Context: an optimization exercise on an open-source flow, tuned for small area, a short achievable clock period and few clock cycles per item. The choices shown serve that exercise and are no tape-out recipe. In this exercise RTL edits were held to simulation tests only and were not proved equivalent to the original. No activity file was given, so power comes from the tool's default toggle rates.

<file path="flow/run.sh">
#!/bin/bash
# Standard layout, with the resizer free to change a cell's footprint.
set -o pipefail
bash standard.sh MATCH_CELL_FOOTPRINT=0 finish > standard_flow.log 2>&1
</file>
<file path="standard.sh">
#!/bin/bash
# synth_recipe.tcl (not shown) runs the flow's synth.tcl, then flattens the netlist and writes it again
# the make line also repeats each setting of config.mk as NAME=value (left out here)
make -C /OpenROAD-flow-scripts/flow DESIGN_CONFIG=/design/flow/config.mk WORK_HOME=/design/flow/orfs CLKGATE_MAP_FILE= SYNTH_SCRIPT=/design/flow/synth_recipe.tcl "${@:-finish}"
</file>
<file path="config.mk">
export PLATFORM = sky130hd
export DESIGN_NAME = interval_set_table_top
export DESIGN_NICKNAME = interval_set_table_top
export VERILOG_FILES = /design/flow/design.v
export SDC_FILE = /design/flow/constraint.sdc
export NUM_CORES = 4
export LEC_CHECK = 0
export CAP_MARGIN = 20
export CORE_MARGIN = 2
export CORE_UTILIZATION = 50
export PLACE_DENSITY = 0.7
export SETUP_SLACK_MARGIN = 4.3
export SLEW_MARGIN = 20
export TNS_END_PERCENT = 5
</file>
<file path="constraint.sdc">
create_clock -name core_clock -period 6.5 [get_ports {clk}]
set_input_delay 1.3000 -clock core_clock [delete_from_list [all_inputs] [get_ports {clk}]]
set_output_delay 1.3000 -clock core_clock [all_outputs]
set_load 0.01 [all_outputs]
</file>
<file path="design.v">
`timescale 1ns / 1ps
package ist_pkg;
  typedef enum logic [1:0] {
    CMD_ADD    = 2'd0,
    CMD_REMOVE = 2'd1,
    CMD_QUERY  = 2'd2,
    CMD_FILL   = 2'd3
  } ist_cmd_t;
  typedef enum logic [2:0] {
    ST_IDLE,
    ST_SCAN,
    ST_DRAIN,
    ST_APPLY,
    ST_WRITE2,
    ST_RESP
  } ist_state_t;
  typedef struct packed {
    logic holder;   
    logic left;     
    logic right;    
    logic free;     
  } ist_hits_t;
endpackage
`timescale 1ns / 1ps
module ist_mem #(
  parameter int DEPTH = 4,
  parameter int WIDTH = 7,
  parameter int CW    = 3
) (
  input  logic             clk,
  input  logic             rst,
  input  logic             push,
  input  logic [WIDTH-1:0] push_data,
  input  logic             pop,
  output logic             head_valid,
  output logic [WIDTH-1:0] head_data,
  output logic [CW-1:0]    count
);
  logic [WIDTH-1:0] q [DEPTH];
  logic [CW-1:0]    cnt, cnt_pop;
  assign count      = cnt;
  assign head_data  = q[0];
  assign cnt_pop    = cnt - CW'(pop);
  always_ff @(posedge clk) begin
    if (rst) begin
      cnt        <= '0;
      head_valid <= 1'b0;
    end else begin
      cnt        <= cnt_pop + CW'(push);
      head_valid <= (cnt_pop + CW'(push)) != '0;
    end
  end
  always_ff @(posedge clk) begin
    for (int k = 0; k < DEPTH; k++) begin
      if (push && cnt_pop == CW'(k)) begin
        q[k] <= push_data;
      end else if (pop && k < DEPTH - 1) begin
        q[k] <= q[k+1];
      end
    end
  end
endmodule
`timescale 1ns / 1ps
module ist_scan (
  input  logic [15:0] first,    
  input  logic [16:0] fin,      
  input  logic [16:0] x,        
  input  logic [16:0] y,        
  output logic        le1,      
  output logic        eq1,      
  output logic        ge2,      
  output logic        eq2       
);
  always_comb begin
    le1 = {1'b0, first} <= x;
    eq1 = {1'b0, first} == x;
    ge2 = fin >= y;
    eq2 = fin == y;
  end
endmodule
`timescale 1ns / 1ps
module interval_set_table_top (
  input  logic        clk,
  input  logic        rst,
  input  logic        in_valid,
  output logic        in_stall,
  input  logic [1:0]  cmd,
  input  logic [15:0] position,
  input  logic [16:0] fill_length,
  output logic        out_valid,
  input  logic        out_stall,
  output logic        is_member,
  output logic        table_full_error,
  output logic [4:0]  range_total
);
  localparam int N = 16;
  logic         hold;      
  logic        accept;
  logic [16:0] p_ext, p_inc;
  logic [16:0] fill_sum;
  logic [1:0]  in_cmd;
  logic [16:0] in_x, in_y;
  logic        in_fnz, in_fhi;
  logic        s_v;        
  logic [1:0]  s_cmd;
  logic [16:0] s_x, s_y;
  logic        s_fnz, s_fhi;
  logic        a_v;
  logic [1:0]  a_cmd;
  logic [16:0] a_x;      
  logic [16:0] a_y;      
  logic        a_fnz;    
  logic        a_fhi;    
  logic        a_fsat;   
  logic [16:0] a_xw;     
  always_comb begin
    p_ext    = {1'b0, position};
    p_inc    = p_ext + 17'd1;
    fill_sum = p_ext + {1'b0, fill_length[15:0]};
    in_cmd   = cmd;
    unique case (cmd)
      2'd1:    in_x = p_ext;
      2'd3:    in_x = fill_sum;
      default: in_x = p_inc;
    endcase
    in_y   = (cmd == 2'd1) ? p_inc : p_ext;
    in_fnz = fill_length != 17'd0;
    in_fhi = fill_length[16];
  end
  always_ff @(posedge clk) begin
    if (rst) begin
      a_v <= 1'b0;
      s_v <= 1'b0;
    end else if (hold) begin
      s_v <= accept;
    end else begin
      a_v <= s_v || accept;
      s_v <= 1'b0;
    end
  end
  always_ff @(posedge clk) begin
    if (hold) begin
      s_cmd <= in_cmd;
      s_x   <= in_x;
      s_y   <= in_y;
      s_fnz <= in_fnz;
      s_fhi <= in_fhi;
    end else if (s_v) begin
      a_cmd <= s_cmd;
      a_x   <= s_x;
      a_y   <= s_y;
      a_fnz <= s_fnz;
      a_fhi <= s_fhi;
    end else begin
      a_cmd <= in_cmd;
      a_x   <= in_x;
      a_y   <= in_y;
      a_fnz <= in_fnz;
      a_fhi <= in_fhi;
    end
  end
  always_comb begin
    a_fsat = (a_cmd == 2'd3) && (a_fhi || a_x[16]);
    a_xw   = a_fsat ? 17'd65536 : a_x;
  end
  logic [N-1:0] v;
  logic [15:0]  first [N];
  logic [16:0]  fin   [N];
  logic [4:0]   cnt;
  logic [N-1:0] c_le1, c_eq1, c_ge2, c_eq2;
  logic         f_le1, f_eq1, f_ge2, f_eq2;
  logic [N-1:0] c_s1, c_s2;
  logic         f_s1, f_s2, a_rm;
  logic        d_v;      
  logic        d_bw;     
  logic [N-1:0] d_dest;
  logic [1:0]  d_cmd;
  logic [16:0] d_x;      
  logic [16:0] d_y;      
  logic        d_fnz;
  logic [N-1:0] r_s1, r_e1, r_s2, r_e2;
  for (genvar i = 0; i < N; i++) begin : g_ent
    ist_scan u_cmp (
      .first (first[i]),
      .fin   (fin[i]),
      .x     (a_x),
      .y     (a_y),
      .le1   (c_le1[i]),
      .eq1   (c_eq1[i]),
      .ge2   (c_ge2[i]),
      .eq2   (c_eq2[i])
    );
  end
  ist_scan u_fix (
    .first (d_y[15:0]),
    .fin   (d_x),
    .x     (a_x),
    .y     (a_y),
    .le1   (f_le1),
    .eq1   (f_eq1),
    .ge2   (f_ge2),
    .eq2   (f_eq2)
  );
  always_comb begin
    a_rm = a_cmd == 2'd1;
    c_s1 = a_rm ? c_le1 : (c_le1 & ~c_eq1);
    c_s2 = a_rm ? c_ge2 : (c_ge2 & ~c_eq2);
    f_s1 = a_rm ? f_le1 : (f_le1 & ~f_eq1);
    f_s2 = a_rm ? f_ge2 : (f_ge2 & ~f_eq2);
  end
  logic [N-1:0] hold_e, left, right, free1, bsel;
  logic         lowv, any_h, any_l, any_r, split, split_ok, add_new, full;
  logic [16:0]  bus_fin;
  logic [N-1:0] v_nx, we_f, we_e, dest;
  logic [4:0]   cnt_nx;
  logic         r_mem, r_err;
  always_comb begin
    full = cnt[4];
    lowv = 1'b1;
    for (int i = 0; i < N; i++) begin
      hold_e[i] = v[i] & r_s1[i] & r_s2[i];
      right[i]  = v[i] & r_e1[i];
      left[i]   = v[i] & r_e2[i];
      bsel[i]   = hold_e[i] | right[i];
      free1[i]  = ~v[i] & lowv;
      lowv      = lowv & v[i];
    end
    any_h    = |hold_e;
    any_l    = |left;
    any_r    = |right;
    split    = |(hold_e & ~r_e1 & ~r_e2);
    split_ok = split & ~full;
    add_new  = ~any_h & ~any_l & ~any_r & ~full;
    bus_fin  = '0;
    for (int i = 0; i < N; i++) begin
      bus_fin = bus_fin | ({17{bsel[i]}} & fin[i]);
    end
    v_nx   = v;
    we_f   = '0;
    we_e   = '0;
    dest   = '0;
    hold   = 1'b0;
    cnt_nx = cnt;
    r_mem  = 1'b0;
    r_err  = 1'b0;
    unique case (d_cmd)
      2'd0: begin
        we_e   = (left & {N{~any_r}}) | (free1 & {N{add_new}});
        we_f   = (right & {N{~any_l}}) | (free1 & {N{add_new}});
        dest   = left;
        hold   = any_l & any_r;
        v_nx   = (v & ~(right & {N{any_l}})) | (free1 & {N{add_new}});
        cnt_nx = (any_l & any_r) ? cnt - 5'd1 : (add_new ? cnt + 5'd1 : cnt);
        r_err  = ~any_h & ~any_l & ~any_r & full;
      end
      2'd1: begin
        we_f   = (hold_e & r_e1 & ~r_e2) | (free1 & {N{split_ok}});
        we_e   = hold_e & ~r_e1 & (r_e2 | {N{~full}});
        dest   = free1;
        hold   = split_ok;
        v_nx   = (v & ~(hold_e & r_e1 & r_e2)) | (free1 & {N{split_ok}});
        cnt_nx = (|(hold_e & r_e1 & r_e2)) ? cnt - 5'd1 : (split_ok ? cnt + 5'd1 : cnt);
        r_err  = split & full;
      end
      2'd2: begin
        r_mem = any_h;
      end
      default: begin
        we_f   = N'(1);
        we_e   = N'(1);
        v_nx   = N'(d_fnz);
        cnt_nx = 5'(d_fnz);
      end
    endcase
    if (!d_v) begin
      we_f = '0;
      we_e = d_bw ? d_dest : '0;
      hold = 1'b0;
    end
  end
  always_ff @(posedge clk) begin
    if (rst) begin
      v    <= '0;
      cnt  <= '0;
      d_v  <= 1'b0;
      d_bw <= 1'b0;
    end else begin
      d_v  <= a_v && !hold;
      d_bw <= hold;
      if (d_v) begin
        v   <= v_nx;
        cnt <= cnt_nx;
      end
    end
  end
  always_ff @(posedge clk) begin
    d_dest <= dest;
    d_cmd  <= a_cmd;
    d_x    <= hold ? bus_fin : a_xw;
    d_y    <= a_y;
    d_fnz  <= a_fnz;
    for (int i = 0; i < N; i++) begin
      if (we_f[i]) begin
        first[i] <= d_y[15:0];
      end
      if (we_e[i]) begin
        fin[i] <= d_x;
      end
      r_s1[i] <= we_f[i] ? f_s1 : c_s1[i];
      r_e1[i] <= we_f[i] ? f_eq1 : c_eq1[i];
      r_s2[i] <= we_e[i] ? f_s2 : c_s2[i];
      r_e2[i] <= we_e[i] ? f_eq2 : c_eq2[i];
    end
  end
  logic [2:0] q_cnt;
  logic [6:0] head;
  logic       pop;
  logic [2:0] owed;       
  assign pop      = out_valid && !out_stall;
  assign accept   = in_valid && !in_stall;
  always_ff @(posedge clk) begin
    if (rst) begin
      owed     <= '0;
      in_stall <= 1'b0;
    end else begin
      owed     <= owed + 3'(accept) - 3'(pop);
      in_stall <= ((owed + 3'(accept) - 3'(pop)) >= 3'd4) || (hold && accept);
    end
  end
  ist_mem #(
    .DEPTH (4),
    .WIDTH (7),
    .CW    (3)
  ) u_res (
    .clk        (clk),
    .rst        (rst),
    .push       (d_v),
    .push_data  ({r_mem, r_err, cnt_nx}),
    .pop        (pop),
    .head_valid (out_valid),
    .head_data  (head),
    .count      (q_cnt)
  );
  assign is_member        = head[6];
  assign table_full_error = head[5];
  assign range_total      = head[4:0];
endmodule
</file>
==> impl_metrics.py, run 1 <==
metrics = {
    "layout": {
        "drive_above_1_share": 0.192,
        "diodes": 0,
        "n_fill_cell": 6759,
        "final_cell_mix": "632 x edfxtp_1, 568 x ha_1, 219 x buf_4, 214 x a21oi_1, 213 x nor2_1",
        "layout.nets": 4609,
        "area_growth_pct": 20.0,
        "postLayoutCellArea_sq_mm": 0.0518,
        "layout_commonest_cell": "edfxtp_1",
    },
    "cts": {
        "cts_sinks": 781,
        "cts_buffers": 85,
        "htreeDepth": 3,
        "cts_root_buf": "clkbuf_16",
        "clk_pin_slew_ps": 60,
        "cts_tree": "yes",
        "clock_latency_ps": 670,
        "cts.path.max_buffers": 3,
        "holdBufCountCts": 0,
    },
    "floorplanning": {
        "fp.dieW_microns": 298,
        "die_y_microns": 298,
        "rows": 107,
        "die-area_sq_mm": 0.0886,
        "start_util": 0.506,
        "core_area_sq_mm": 0.0853,
        "io_pins": 48,
    },
    "hold_path": {
        "min_to": "d_y[5]$_DFF_P_",
        "hold_class": "reg2reg",
        "hold_start": "a_y[5]$_DFFE_PN_",
        "hold_depth": 0,
    },
    "timing": {
        "rsz0062_at_grt": "yes",
        "setup_viol": 0,
        "maxSlewViolCount": 0,
        "holdWs_ps": 373,
        "fmax_ghz": 0.307,
        "timing.final.hold_violations": 0,
        "slew_headroom": 0.216,
        "min_period_ps": 3260,
        "final.setup.tns_ps": 0,
        "skew_ps": 40.6,
        "period_share": 0.502,
        "fin_ws_ps": 3240,
        "tightest_slew_ps": 1170,
    },
    "setup_path": {
        "cp-start-kind": "register",
        "rr_endpoint": "d_x[4]$_DFF_P_",
        "crit_required_ps": 7000,
        "path_class": "reg2reg",
        "arrival_ps": 3760,
        "end_kind": "register",
        "regToRegStartpoint": "v[12]$_SDFFE_PP0P_",
        "startpoint": "v[12]$_SDFFE_PP0P_",
        "r2r_slack_ps": 3240,
        "reg2reg_depth": 12,
        "path_max_fanout": 19,
    },
    "placement": {
        "gp_congestion": 1.04,
        "pre_cts_slack_ps": 2080,
        "placed_cell_area_sq_mm": 0.0455,
        "io_buffers": 47,
        "dp_hpwl_microns": 100000,
    },
    "global_routing": {
        "grt_overflow": 0,
        "grt_pass1_vias": 33104,
        "grt_pass1_wl_microns": 216000,
        "grtUsageTotal": 0.329,
        "antenna_found_initial": 2,
        "grt_max_degree": 41,
    },
    "detailed_routing": {
        "wl_per_cell_microns": 29.1,
        "vias_per_cell": 6.61,
        "vias": 34364,
        "drt_iter0_markers": 4572,
        "first_pass_iters": 6,
        "routed_wl_microns": 151000,
        "drc": 0,
        "postRouteAntennaNets": 0,
    },
    "power": {
        "power_mw": 13.0,
        "ir_worst_vdd_mv": 0.231,
        "p_per_area_mw_per_mm2": 252,
        "p_leak_nw": 20.6,
    },
    "synth": {
        "syn_nets": 4303,
        "synthCells": 3675,
        "postSynth.asyncResetShare": 0,
        "synth_edf_count": 632,
        "ys_seq_elements": 781,
        "ys_warn_count": 8,
        "syn_area_per_cell_sq_um": 11.7,
        "synth_flop_cell": "edfxtp_1",
        "synth_cell_type_count": 81,
        "seq_area_frac_synth": 0.509,
        "netlist_area_sq_mm": 0.0431,
    },
    "run_status": {
        "run_status": "timing/DRC/antenna clean",
    },
    "job": {
        "max_cap_viol_count": 0,
    },
}
[worst max path at each step]
| stage | end | slack (ps) | depth (start not counted) |
|---|---|---|---|
| global placement | fin[11][5]$_DFFE_PP_ | 2000 | 7 |
| finish | d_x[4]$_DFF_P_ | 3240 | 12 |
| global route | d_x[4]$_DFF_P_ | 3340 | 12 |
| floorplan | a_x[10]$_DFFE_PN_ | 2930 | 10 |
| CTS | a_x[10]$_DFFE_PN_ | 3330 | 11 |
| detailed placement | a_x[10]$_DFFE_PN_ | 2080 | 11 |
[cells in the mapped netlist (43+ instances only)]
| library cell | instances | area share |
|---|---|---|
| clkbuf_1 | 89 | 0.0077 |
| nand3_1 | 111 | 0.013 |
| nand2_1 | 204 | 0.018 |
| a21oi_1 | 226 | 0.026 |
| mux2_2 | 60 | 0.016 |
| o21ai_0 | 156 | 0.018 |
| nor2b_1 | 63 | 0.0091 |
| mux2i_1 | 59 | 0.014 |
| nor2_1 | 226 | 0.020 |
| dfxtp_1 | 149 | 0.069 |
| nor3_1 | 53 | 0.0062 |
| a22oi_1 | 107 | 0.019 |
| ha_1 | 587 | 0.17 |
| edfxtp_1 | 632 | 0.44 |
| a221oi_1 | 43 | 0.0087 |
| nand4_1 | 127 | 0.018 |
| a21o_1 | 143 | 0.025 |
| inv_1 | 136 | 0.012 |
[kinds of logic (layout without fill, tap and decap cells)]
kind of cell	Yosys count	count (layout)	synth area share
DFF	781	781	0.509
and+or+nand+nor	956	957	0.114
xor gates and xnor gates	30	30	0.00609
muxes	119	119	0.0294
adders and majority gates	589	589	0.171
AOI/OAI and AO/OA	954	954	0.148
buffers and inverters	246	622	0.0220
[per-layer routing]
layer,track usage,wire [microns],share of wire
met5,0,10,0.000066
met3,0.0737,17400,0.12
met1,0.441,59200,0.39
met2,0.492,64400,0.43
met4,0.189,10200,0.067
[cell type report]
| class | instances | area (sq um) | share of cell area |
|---|---|---|---|
| timing repair buffer | 326 | 3060 | 0.0591 |
| multi-input combinational | 2649 | 21700 | 0.419 |
| clock inverter | 54 | 673 | 0.0130 |
| inverter | 138 | 591 | 0.0114 |
| clock buffer | 104 | 2300 | 0.0445 |
| tap | 1144 | 1430 | 0.0277 |
| sequential | 781 | 22000 | 0.426 |
[report_power, final]
group	internal [mW]	switching, mW
Combinational	0.815	1.21
Sequential	5.62	0.202
Clock	3.09	2.09
Total	9.52	3.50
[repair_timing]
item / CTS / global route
setup buffers: 115 / 69
pin swaps: 35 / 82
cloned: 5 / 6
setup endpoints to repair: 858 / 854
gates resized for setup: 204 / 274
[through the flow]
stage | cells | util
6_report | 5196 | 0.607
3_3_place_gp | 4842 | 0.533
2_1_floorplan | 3675 | -
4_1_cts | 5121 | 0.590
5_1_grt | 5196 | 0.607
3_5_place_dp | 4843 | 0.533
[registers in the layout (all words and copies together) (netlist names), 17 cells and up]
| register | flops |
|---|---|
| first | 256 |
| a_x | 17 |
| a_y | 17 |
| s_x | 17 |
| d_x | 17 |
| u_res.q | 28 |
| s_y | 17 |
| fin | 272 |
[critical path, cell delays in order, from the launching register on]
cell and delay [ps]:
dfxtp_2 480, nand3_2 180, o32ai_1 370, or4_4 270, o31ai_4 70, buf_6 180, nor2_2 160, o21ai_4 90
buf_4 200, buf_4 170, buf_6 190, nor3_1 650, a21oi_1 90
Testbench counts, summed over its fixed seeds: cycles 16,720, items 16,000.
==> run 2: changes to the inputs <==
--- a/config.mk
+++ b/config.mk
@@ -8,7 +8,7 @@
 export CAP_MARGIN = 20
 export CORE_MARGIN = 2
 export CORE_UTILIZATION = 50
-export PLACE_DENSITY = 0.7
-export SETUP_SLACK_MARGIN = 4.3
+export CTS_BUF_LIST = sky130_fd_sc_hd__clkbuf_4 sky130_fd_sc_hd__clkbuf_8
+export SETUP_SLACK_MARGIN = 4.0
 export SLEW_MARGIN = 20
 export TNS_END_PERCENT = 5
==> impl_metrics.py, run 2 <==
metrics = {
    "global_routing": {
        "grt_pass1_vias": 34469,
        "grtUsageTotal": 0.365,
        "antenna_found_initial": 9,
        "grt_overflow": 0,
        "grt_pass1_wl_microns": 235000,
        "grt_max_degree": 41,
    },
    "floorplanning": {
        "die_y_microns": 298,
        "start_util": 0.506,
        "core_area_sq_mm": 0.0853,
        "io_pins": 48,
        "fp.dieW_microns": 298,
        "die-area_sq_mm": 0.0886,
        "rows": 107,
    },
    "detailed_routing": {
        "vias_per_cell": 6.65,
        "drc": 0,
        "drt_iter0_markers": 4423,
        "vias": 35310,
        "routed_wl_microns": 166000,
        "postRouteAntennaNets": 0,
        "first_pass_iters": 6,
        "wl_per_cell_microns": 31.3,
    },
    "layout": {
        "drive_above_1_share": 0.230,
        "multi_input_area_sq_mm": 0.0219,
        "n_fill_cell": 6912,
        "top_register": "fin",
        "final_cell_mix": "632 x edfxtp_1, 564 x ha_1, 232 x buf_4, 214 x nor2_1, 204 x a21oi_1",
        "top_regs": "fin (272), first (256), u_res.q (28)",
        "layout_commonest_cell": "edfxtp_1",
        "area_growth_pct": 21.3,
        "regArea_sq_mm": 0.0221,
        "layout.nets": 4690,
        "largest_reg_flops": 272,
    },
    "synth": {
        "synthTopCellsByArea": "edfxtp_1 44%, ha_1 17%, dfxtp_1 6.9%",
        "seq_area_frac_synth": 0.509,
        "synth_most_common_cell": "edfxtp_1",
        "netlist_area_sq_mm": 0.0431,
        "synth_top_cell_by_area": "edfxtp_1",
        "syn_nets": 4303,
        "synthCells": 3675,
        "ys_warn_count": 8,
        "synth_top_area_share": 0.440,
        "ys_seq_elements": 781,
        "postSynth.asyncResetShare": 0,
        "synth_cell_type_count": 81,
        "synth_common_cells": "632 x edfxtp_1, 587 x ha_1, 226 x a21oi_1, 226 x nor2_1, 204 x nand2_1",
        "syn_area_per_cell_sq_um": 11.7,
        "synth_flop_cell": "edfxtp_1",
        "synth_edf_count": 632,
    },
    "setup_path": {
        "worst_path_largest_cell_delay_ps": 620,
        "path_max_fanout": 16,
        "crit_required_ps": 7060,
        "cp-start-kind": "register",
        "path_buf_inv": 5,
        "critical_path.most_common_cell": "buf_6",
        "cp_top_family": "buffers and inverters",
        "cp_slowest_cell": "or4_4",
        "path_class": "reg2reg",
        "end_kind": "register",
        "arrival_ps": 3590,
        "crit_chain": "nand3_1 -> o32ai_2 -> or4_4 -> o31ai_4 -> buf_12 -> o32ai_4 -> buf_4 -> buf_6 -> a21oi_4 -> clkinvlp_4 -> buf_6",
    },
    "power": {
        "ir_worst_vdd_mv": 0.205,
        "power_frac_clock": 0.370,
        "power_frac_comb": 0.172,
        "sw_frac_of_total": 0.286,
        "p_leak_nw": 20.9,
        "pwr-share-seq": 0.458,
        "internal_power_mw": 9.07,
        "p_per_area_mw_per_mm2": 243,
        "switching_power_mw": 3.62,
    },
    "timing": {
        "maxSlewViolCount": 0,
        "final.setup.tns_ps": 0,
        "period_share": 0.466,
        "skew_ps": 46.8,
        "setup_viol": 0,
        "tightest_slew_ps": 1170,
        "min_period_ps": 3030,
        "rsz0062_at_grt": "yes",
        "fmax_ghz": 0.330,
        "slew_headroom": 0.215,
        "timing.final.hold_violations": 0,
        "fin_ws_ps": 3470,
    },
    "cts": {
        "cts_tree": "yes",
        "cts_sinks": 781,
        "clk_pin_slew_ps": 60,
        "cts_buffers": 139,
        "clock_latency_ps": 840,
        "htreeDepth": 4,
        "holdBufCountCts": 0,
        "cts_root_buf": "clkbuf_8",
        "cts.path.max_buffers": 3,
    },
    "placement": {
        "pre_cts_slack_ps": 2060,
        "io_buffers": 47,
        "gp_congestion": 1.02,
        "dp_hpwl_microns": 113000,
    },
    "hold_path": {
        "hold_class": "reg2reg",
    },
    "run_status": {
        "run_status": "timing/DRC/antenna clean",
    },
    "job": {
        "max_cap_viol_count": 0,
    },
}
[run 2: worst reg2reg max path, delay by kind of cell (launching register included)]
| kind | cells | cell delay [ps] |
|---|---|---|
| buf+inv | 5 | 820 |
| flops | 1 | 380 |
| simple gates | 2 | 740 |
| compound gates | 4 | 810 |
[run 2: area by class of cell]
type,instances,area share
multi-input cells,2648,0.419
clock inverters,33,0.00409
diodes,1,0.0000478
flip-flops and latches,781,0.422
well taps,1144,0.0274
repair buffers,354,0.0662
clock buffers,212,0.0491
inverters,138,0.0121
[run 2: logic make-up (layout without fill, tap and decap cells)]
kind of cell,after synthesis,count (layout),synth area share
other,0,1,0
DFF,781,781,0.509
buffers and inverters,246,737,0.0220
AOI/OAI and AO/OA,954,954,0.148
and+or+nand+nor,956,956,0.114
muxes,119,119,0.0294
adders and majority gates,589,589,0.171
xor gates and xnor gates,30,30,0.00609
[run 2: final timing paths]
path / from / endpoint / slack, ps / cells past startpoint
min: a_y[5]$_DFFE_PN_ / d_y[5]$_DFF_P_ / 380 / 0
min reg2reg: a_y[5]$_DFFE_PN_ / d_y[5]$_DFF_P_ / 380 / 0
max: v[7]$_SDFFE_PP0P_ / first[13][4]$_DFFE_PP_ / 3470 / 11
max reg2reg: v[7]$_SDFFE_PP0P_ / first[13][4]$_DFFE_PP_ / 3470 / 11
[run 2: power by group through the flow]
stage	clock network, mW	logic (mW)	registers, mW
floorplan	0	1.06	5.83
global placement	0	1.73	5.90
CTS	4.74	2.00	5.80
finish	4.69	2.18	5.81
detailed placement	0	1.79	5.90
global route	4.96	2.35	5.82
[run 2: metrics by stage]
step / instances / cell area [sq um] / utilization / power, mW / hold slack [ps]
after floorplan: 3675 / 43200 / - / 6.88 / 323
after CTS: 5237 / 51000 / 0.598 / 12.5 / 377
after global routing: 5311 / 52300 / 0.613 / 13.1 / 388
after global placement: 4862 / 45500 / 0.534 / 7.62 / 366
after detailed placement: 4863 / 45500 / 0.534 / 7.69 / 358
final: 5311 / 52300 / 0.613 / 12.7 / 377
[run 2: timing repair]
action | CTS | global route
buffers inserted | 126 | 68
pin swaps | 66 | 84
endpoints found under the setup margin | 844 | 833
resized for setup | 371 | 239
cloned | 3 | 5
[run 2: per-layer routing]
layer | vias up | routed length, microns | track usage
met5 | - | 26 | 0
met2 | 2091 | 74000 | 0.559
li1 | 15195 | - | -
met4 | 4 | 9040 | 0.185
met1 | 17562 | 66600 | 0.488
met3 | 458 | 16700 | 0.0789
==> run 3: changes to the inputs <==
--- a/config.mk
+++ b/config.mk
@@ -8,7 +8,6 @@
 export CAP_MARGIN = 20
 export CORE_MARGIN = 2
 export CORE_UTILIZATION = 50
-export CTS_BUF_LIST = sky130_fd_sc_hd__clkbuf_4 sky130_fd_sc_hd__clkbuf_8
 export SETUP_SLACK_MARGIN = 4.0
 export SLEW_MARGIN = 20
-export TNS_END_PERCENT = 5
+export TNS_END_PERCENT = 0
==> impl_metrics.py, run 3 <==
metrics = {
    "run_status": {
        "run_status": "timing/DRC/antenna clean",
    },
    "setup_path": {
        "regToRegStartpoint": "a_y[1]$_DFFE_PN_",
        "path_max_fanout": 17,
        "critPathCapture": "r_s2[9]$_DFF_P_",
        "crit_required_ps": 6970,
        "arrival_ps": 3640,
        "startpoint": "a_y[1]$_DFFE_PN_",
        "cp-start-kind": "register",
        "path_class": "reg2reg",
        "r2r_slack_ps": 3330,
        "end_kind": "register",
        "rr_endpoint": "r_s2[9]$_DFF_P_",
        "reg2reg_depth": 12,
    },
    "timing": {
        "slew_headroom": 0.192,
        "min_period_ps": 3170,
        "timing.final.hold_violations": 0,
        "period_share": 0.488,
        "fmax_ghz": 0.315,
        "tightest_slew_ps": 1210,
        "final.setup.tns_ps": 0,
        "skew_ps": 33.3,
        "holdWs_ps": 354,
        "setup_viol": 0,
        "rsz0062_at_grt": "yes",
        "maxSlewViolCount": 0,
    },
    "detailed_routing": {
        "drc": 0,
        "wl_per_cell_microns": 31.1,
        "vias": 33956,
        "drt_iter0_markers": 4077,
        "routed_wl_microns": 159000,
        "first_pass_iters": 8,
        "vias_per_cell": 6.65,
        "postRouteAntennaNets": 0,
    },
    "synth": {
        "ys_seq_elements": 781,
        "synth_common_cells": "632 x edfxtp_1, 587 x ha_1, 226 x a21oi_1, 226 x nor2_1, 204 x nand2_1",
        "seq_area_frac_synth": 0.509,
        "syn_area_per_cell_sq_um": 11.7,
        "synth_cell_type_count": 81,
        "synth_most_common_cell": "edfxtp_1",
        "postSynth.asyncResetShare": 0,
        "synth_top_cell_by_area": "edfxtp_1",
        "synthCells": 3675,
        "syn_nets": 4303,
        "synth_edf_count": 632,
        "synth_top_area_share": 0.440,
        "netlist_area_sq_mm": 0.0431,
        "synth_flop_cell": "edfxtp_1",
        "synthTopCellsByArea": "edfxtp_1 44%, ha_1 17%, dfxtp_1 6.9%",
        "ys_warn_count": 8,
    },
    "layout": {
        "fin_cells": 5110,
        "regArea_sq_mm": 0.0220,
        "fin_util": 0.593,
        "multi_input_area_sq_mm": 0.0212,
        "top_regs": "fin (272), first (256), u_res.q (28)",
        "area_growth_pct": 17.2,
        "layout_commonest_cell": "edfxtp_1",
        "final_cell_mix": "632 x edfxtp_1, 577 x ha_1, 219 x nor2_1, 216 x a21oi_1, 197 x nand2_1",
        "top_register": "fin",
        "n_fill_cell": 6917,
        "diodes": 0,
        "largest_reg_flops": 272,
        "layout.nets": 4521,
        "drive_above_1_share": 0.152,
    },
    "floorplanning": {
        "fp.dieW_microns": 298,
        "die_y_microns": 298,
        "core_area_sq_mm": 0.0853,
        "start_util": 0.506,
        "rows": 107,
        "io_pins": 48,
        "die-area_sq_mm": 0.0886,
    },
    "cts": {
        "htreeDepth": 3,
        "holdBufCountCts": 0,
        "cts_root_buf": "clkbuf_16",
        "cts_sinks": 781,
        "cts.path.max_buffers": 3,
        "cts_tree": "yes",
        "clock_latency_ps": 650,
        "clk_pin_slew_ps": 60,
        "cts_buffers": 89,
    },
    "power": {
        "power_mw": 13.0,
        "ir_worst_vdd_mv": 0.222,
        "p_per_area_mw_per_mm2": 257,
        "p_leak_nw": 20.0,
    },
    "global_routing": {
        "grt_max_degree": 41,
        "grt_pass1_vias": 33815,
        "grt_pass1_wl_microns": 229000,
        "grt_overflow": 0,
        "antenna_found_initial": 5,
        "grtUsageTotal": 0.353,
    },
    "placement": {
        "dp_hpwl_microns": 109000,
        "placed_cells": 4850,
        "gp_congestion": 1.01,
        "io_buffers": 47,
    },
    "hold_path": {
        "hold_class": "reg2reg",
    },
    "job": {
        "max_cap_viol_count": 0,
    },
}
==> run 3: critical path, stage by stage (launching register included) <==
cell	delay, ps
edfxtp_1	430
inv_1	90
buf_6	250
ha_1	290
nor2b_1	130
o21a_1	160
o21ai_0	160
a21boi_0	160
o21ai_2	240
o2111ai_1	320
o211ai_1	250
buf_4	320
mux2i_2	180
==> run 3: kinds of logic after synthesis <==
| kind of cell | Yosys count | share of synthesized area |
|---|---|---|
| buffers and inverters | 246 | 0.0220 |
| XOR/XNOR | 30 | 0.00609 |
| AND/OR/NAND/NOR | 956 | 0.114 |
| AO/OA/AOI/OAI | 954 | 0.148 |
| flip-flops | 781 | 0.509 |
| multiplexers | 119 | 0.0294 |
| adder cells (fa/ha/maj) | 589 | 0.171 |
==> run 3: repair_timing <==
item,4_1_cts,5_1_grt
gates cloned,1,0
setup buffers,79,16
endpoints found under the setup margin,852,847
resized for setup,211,74
pin swaps,34,20
==> run 3: power breakdown <==
part	total [mW]	switching [mW]	leakage (nW)	internal (mW)
registers	5.82	0.197	7.02	5.62
clock network	5.25	2.12	1.49	3.13
logic	1.91	1.19	11.5	0.720
==> run 3: cell type report <==
type / count / share of cell area
sequential: 781 / 0.435
multi-input combinational: 2648 / 0.420
inverter: 138 / 0.0121
clock inverter: 56 / 0.0128
tap: 1144 / 0.0283
clock buffer: 108 / 0.0471
timing repair buffer: 235 / 0.0446
==> run 3: worst min-delay path by stage <==
stage | startpoint | endpoint | slack (ps) | depth (start not counted)
finish | a_fnz$_DFFE_PN_ | d_fnz$_DFF_P_ | 350 | 0
global route | a_fnz$_DFFE_PN_ | d_fnz$_DFF_P_ | 380 | 0
CTS | a_fnz$_DFFE_PN_ | d_fnz$_DFF_P_ | 350 | 0
detailed placement | a_fnz$_DFFE_PN_ | d_fnz$_DFF_P_ | 340 | 0
global placement | a_fnz$_DFFE_PN_ | d_fnz$_DFF_P_ | 340 | 0
floorplan | a_fnz$_DFFE_PN_ | d_fnz$_DFF_P_ | 320 | 0
==> run 3: metal layers <==
layer	track usage	share of wire
met1	0.483	0.41
met2	0.549	0.44
met5	0	0
met3	0.0591	0.092
met4	0.167	0.053
==> run 3: through the flow <==
step | worst slack (ps) | instance area, sq um
2_1_floorplan | 2930 | 43100
3_3_place_gp | 1990 | 45400
3_5_place_dp | 1930 | 45400
4_1_cts | 3360 | 50100
5_1_grt | 3290 | 50500
6_report | 3330 | 50500
==> run 4: changes to the inputs <==
==> run.sh (new file) <==
#!/bin/bash
# synth_recipe.tcl (not shown) runs the flow's synth.tcl, then flattens the netlist and writes it again
# the make line also repeats each setting of config.mk as NAME=value (left out here)
make -C /OpenROAD-flow-scripts/flow DESIGN_CONFIG=/design/flow/config.mk WORK_HOME=/design/flow/orfs CLKGATE_MAP_FILE= SYNTH_SCRIPT=/design/flow/synth_recipe.tcl finish
--- a/config.mk
+++ b/config.mk
@@ -10,4 +10,4 @@
 export CORE_UTILIZATION = 50
 export SETUP_SLACK_MARGIN = 4.0
 export SLEW_MARGIN = 20
-export TNS_END_PERCENT = 0
+export TNS_END_PERCENT = 5
removed: flow/run.sh
removed: standard.sh
==> impl_metrics.py, run 4 <==
metrics = {
    "run_status": {
        "run_status": "timing/DRC/antenna clean",
    },
    "synth": {
        "synthCells": 3675,
        "synth_most_common_cell": "edfxtp_1",
        "netlist_area_sq_mm": 0.0431,
        "synth_edf_count": 632,
        "seq_area_frac_synth": 0.509,
        "postSynth.asyncResetShare": 0,
        "ys_seq_elements": 781,
        "ys_warn_count": 8,
        "synth_top_cell_by_area": "edfxtp_1",
        "syn_nets": 4303,
        "synth_cell_type_count": 81,
        "synth_top_area_share": 0.440,
        "synth_flop_cell": "edfxtp_1",
        "syn_area_per_cell_sq_um": 11.7,
        "synth_common_cells": "632 x edfxtp_1, 587 x ha_1, 226 x a21oi_1, 226 x nor2_1, 204 x nand2_1",
        "synthTopCellsByArea": "edfxtp_1 44%, ha_1 17%, dfxtp_1 6.9%",
    },
    "floorplanning": {
        "die-area_sq_mm": 0.0886,
        "rows": 107,
        "die_y_microns": 298,
        "start_util": 0.506,
        "core_area_sq_mm": 0.0853,
        "fp.dieW_microns": 298,
        "io_pins": 48,
    },
    "cts": {
        "clock_latency_ps": 670,
        "cts.path.max_buffers": 3,
        "clk_pin_slew_ps": 60,
        "cts_sinks": 781,
        "cts_buffers": 89,
        "cts_root_buf": "clkbuf_16",
        "htreeDepth": 3,
        "cts_tree": "yes",
    },
    "detailed_routing": {
        "first_pass_iters": 6,
        "wl_per_cell_microns": 31.7,
        "drc": 0,
        "vias": 34843,
        "postRouteAntennaNets": 0,
        "routed_wl_microns": 165000,
        "drt_iter0_markers": 4487,
        "vias_per_cell": 6.70,
    },
    "timing": {
        "min_period_ps": 3170,
        "fin_ws_ps": 3330,
        "tightest_slew_ps": 1210,
        "final.setup.tns_ps": 0,
        "timing.final.hold_violations": 0,
        "slew_headroom": 0.189,
        "period_share": 0.488,
        "maxSlewViolCount": 0,
        "skew_ps": 29.5,
        "setup_viol": 0,
        "fmax_ghz": 0.315,
        "rsz0062_at_grt": "yes",
    },
    "placement": {
        "io_buffers": 47,
        "dp_hpwl_microns": 112000,
        "gp_congestion": 1.00,
        "pre_cts_slack_ps": 2020,
    },
    "setup_path": {
        "end_kind": "register",
        "worst_path_largest_cell_delay_ps": 590,
        "cp_top_family": "compound AO/OA/AOI/OAI gates",
        "crit_chain": "clkinvlp_4 -> buf_12 -> ha_1 -> nor2b_1 -> o21a_1 -> o21a_1 -> o21ai_0 -> a211o_1 -> o2111ai_1 -> o221ai_1 -> mux2i_1",
        "cp-start-kind": "register",
        "crit_required_ps": 7030,
        "r2r_slack_ps": 3330,
        "path_max_fanout": 11,
        "critical_path.most_common_cell": "o21a_1",
        "arrival_ps": 3700,
        "path_class": "reg2reg",
        "path_buf_inv": 2,
        "cp_slowest_cell": "o21ai_0",
    },
    "global_routing": {
        "antenna_found_initial": 5,
        "grt_pass1_vias": 34142,
        "grt_overflow": 0,
        "grt_pass1_wl_microns": 234000,
        "grt_max_degree": 41,
        "grtUsageTotal": 0.363,
    },
    "power": {
        "pwr-share-seq": 0.451,
        "p_leak_nw": 20.5,
        "power_frac_comb": 0.159,
        "internal_power_mw": 9.34,
        "p_per_area_mw_per_mm2": 249,
        "sw_frac_of_total": 0.276,
        "switching_power_mw": 3.57,
        "power_frac_clock": 0.390,
        "ir_worst_vdd_mv": 0.220,
    },
    "layout": {
        "top_regs": "fin (272), first (256), u_res.q (28)",
        "layout.nets": 4615,
        "layout_commonest_cell": "edfxtp_1",
        "final_cell_mix": "632 x edfxtp_1, 572 x ha_1, 213 x a21oi_1, 212 x buf_4, 210 x nor2_1",
        "drive_above_1_share": 0.193,
        "area_growth_pct": 20.2,
        "diodes": 0,
        "top_register": "fin",
        "largest_reg_flops": 272,
    },
    "job": {
        "max_cap_viol_count": 0,
    },
    "hold_path": {
        "hold_class": "reg2reg",
    },
}
-- run 4: changes by cell type in the layout (fill, tap and decap cells not counted), moves of 9 or more --
cell,previous run,this run
dlymetal6s2s_1,16,4
buf_6,13,22
nand2_1,197,185
clkbuf_1,13,25
nor2_1,219,210
clkinv_1,21,12
buf_4,151,212
dfxtp_4,0,14
dfxtp_1,127,110
-- run 4: worst paths after layout --
check | start | endpoint | cells past startpoint
setup reg to reg | a_y[1]$_DFFE_PN_ | r_s2[1]$_DFF_P_ | 11
hold / removal | a_y[8]$_DFFE_PN_ | d_y[8]$_DFF_P_ | 0
setup / recovery | a_y[1]$_DFFE_PN_ | r_s2[1]$_DFF_P_ | 11
hold reg to reg | a_y[8]$_DFFE_PN_ | d_y[8]$_DFF_P_ | 0
-- run 4: per-stage QoR --
step / total power [mW] / hold WS, ps / cell area, sq um / util / std cells
2_1_floorplan: 6.88 / 323 / 43200 / - / 3675
3_3_place_gp: 7.61 / 367 / 45500 / 0.533 / 4857
3_5_place_dp: 7.68 / 360 / 45500 / 0.533 / 4857
4_1_cts: 12.8 / 374 / 50500 / 0.592 / 5131
5_1_grt: 13.3 / 384 / 51800 / 0.608 / 5203
6_report: 12.9 / 372 / 51800 / 0.608 / 5203
-- run 4: kinds of logic (layout without fill, tap and decap cells) --
logic type,Yosys count,after routing,share of synthesized area
buf+inv,246,629,0.0220
flops,781,781,0.509
simple gates,956,956,0.114
xor+xnor,30,30,0.00609
compound gates,954,955,0.148
fa+ha+maj,589,589,0.171
mux,119,119,0.0294
-- run 4: final cells by class --
type,count,area [sq um]
Multi-Input combinational cell,2649,21600
Inverter,138,649
Clock buffer,129,2570
Timing Repair Buffer,328,3220
Clock inverter,34,302
Fill cell,6852,33400
Sequential cell,781,22000
Tap cell,1144,1430
-- run 4: repair_timing --
item	in CTS	in global routing
endpoints found under the setup margin	850	840
buffers inserted	102	66
hold buffers	0	0
gates resized for setup	265	231
hold endpoints to repair	0	0
pin swaps	40	62
cloned	9	5
-- run 4: per-layer routing --
metal | routed length [microns] | global-route usage
met3 | 15900 | 0.0656
met2 | 72100 | 0.557
met1 | 66300 | 0.490
met4 | 10500 | 0.194
met5 | 56 | 0
-- run 4: power groups by stage --
stage	sequential, mW	combinational [mW]	clock (mW)
3_3_place_gp	5.91	1.70	0
5_1_grt	5.84	2.22	5.27
3_5_place_dp	5.92	1.76	0
4_1_cts	5.82	1.90	5.07
6_report	5.82	2.05	5.04
2_1_floorplan	5.83	1.06	0

[re-timing with driven ports]
The results above use ideal ports. As a check the final layouts listed here were re-extracted and re-timed, cells and wires unchanged. Step 1, drivers: a clkbuf_16 drives clk and a buf_2 each remaining input, both assumed. Step 2, shift: input delay + t, output delay - t, t = (earliest + latest rising clock arrival at the registers) / 2. This alone moves slack from input paths to output paths. Three values: ideal ports, drivers, drivers and shift; two values: the first two.
run | t (ns) | setup WS [ns] | clock arrival spread, ns | worst data-port slew with drivers (ns)
run 1 | 0.715 | 3.240 / 3.240 / 2.702 | 0.041 / 0.040 | 0.05
run 2 | 0.879 | 3.471 / 3.471 / 2.636 | 0.051 / 0.051 | 0.06
run 3 | 0.708 | 3.327 / 3.327 / 2.689 | 0.035 / 0.036 | 0.05
run 4 | 0.733 | 3.327 / 3.327 / 2.738 | 0.030 / 0.030 | 0.05
After both steps every run listed still meets setup and hold. The setup slack of run 2, which loses most, moves by 0.000 ns with the drivers and by -0.835 ns with both steps.
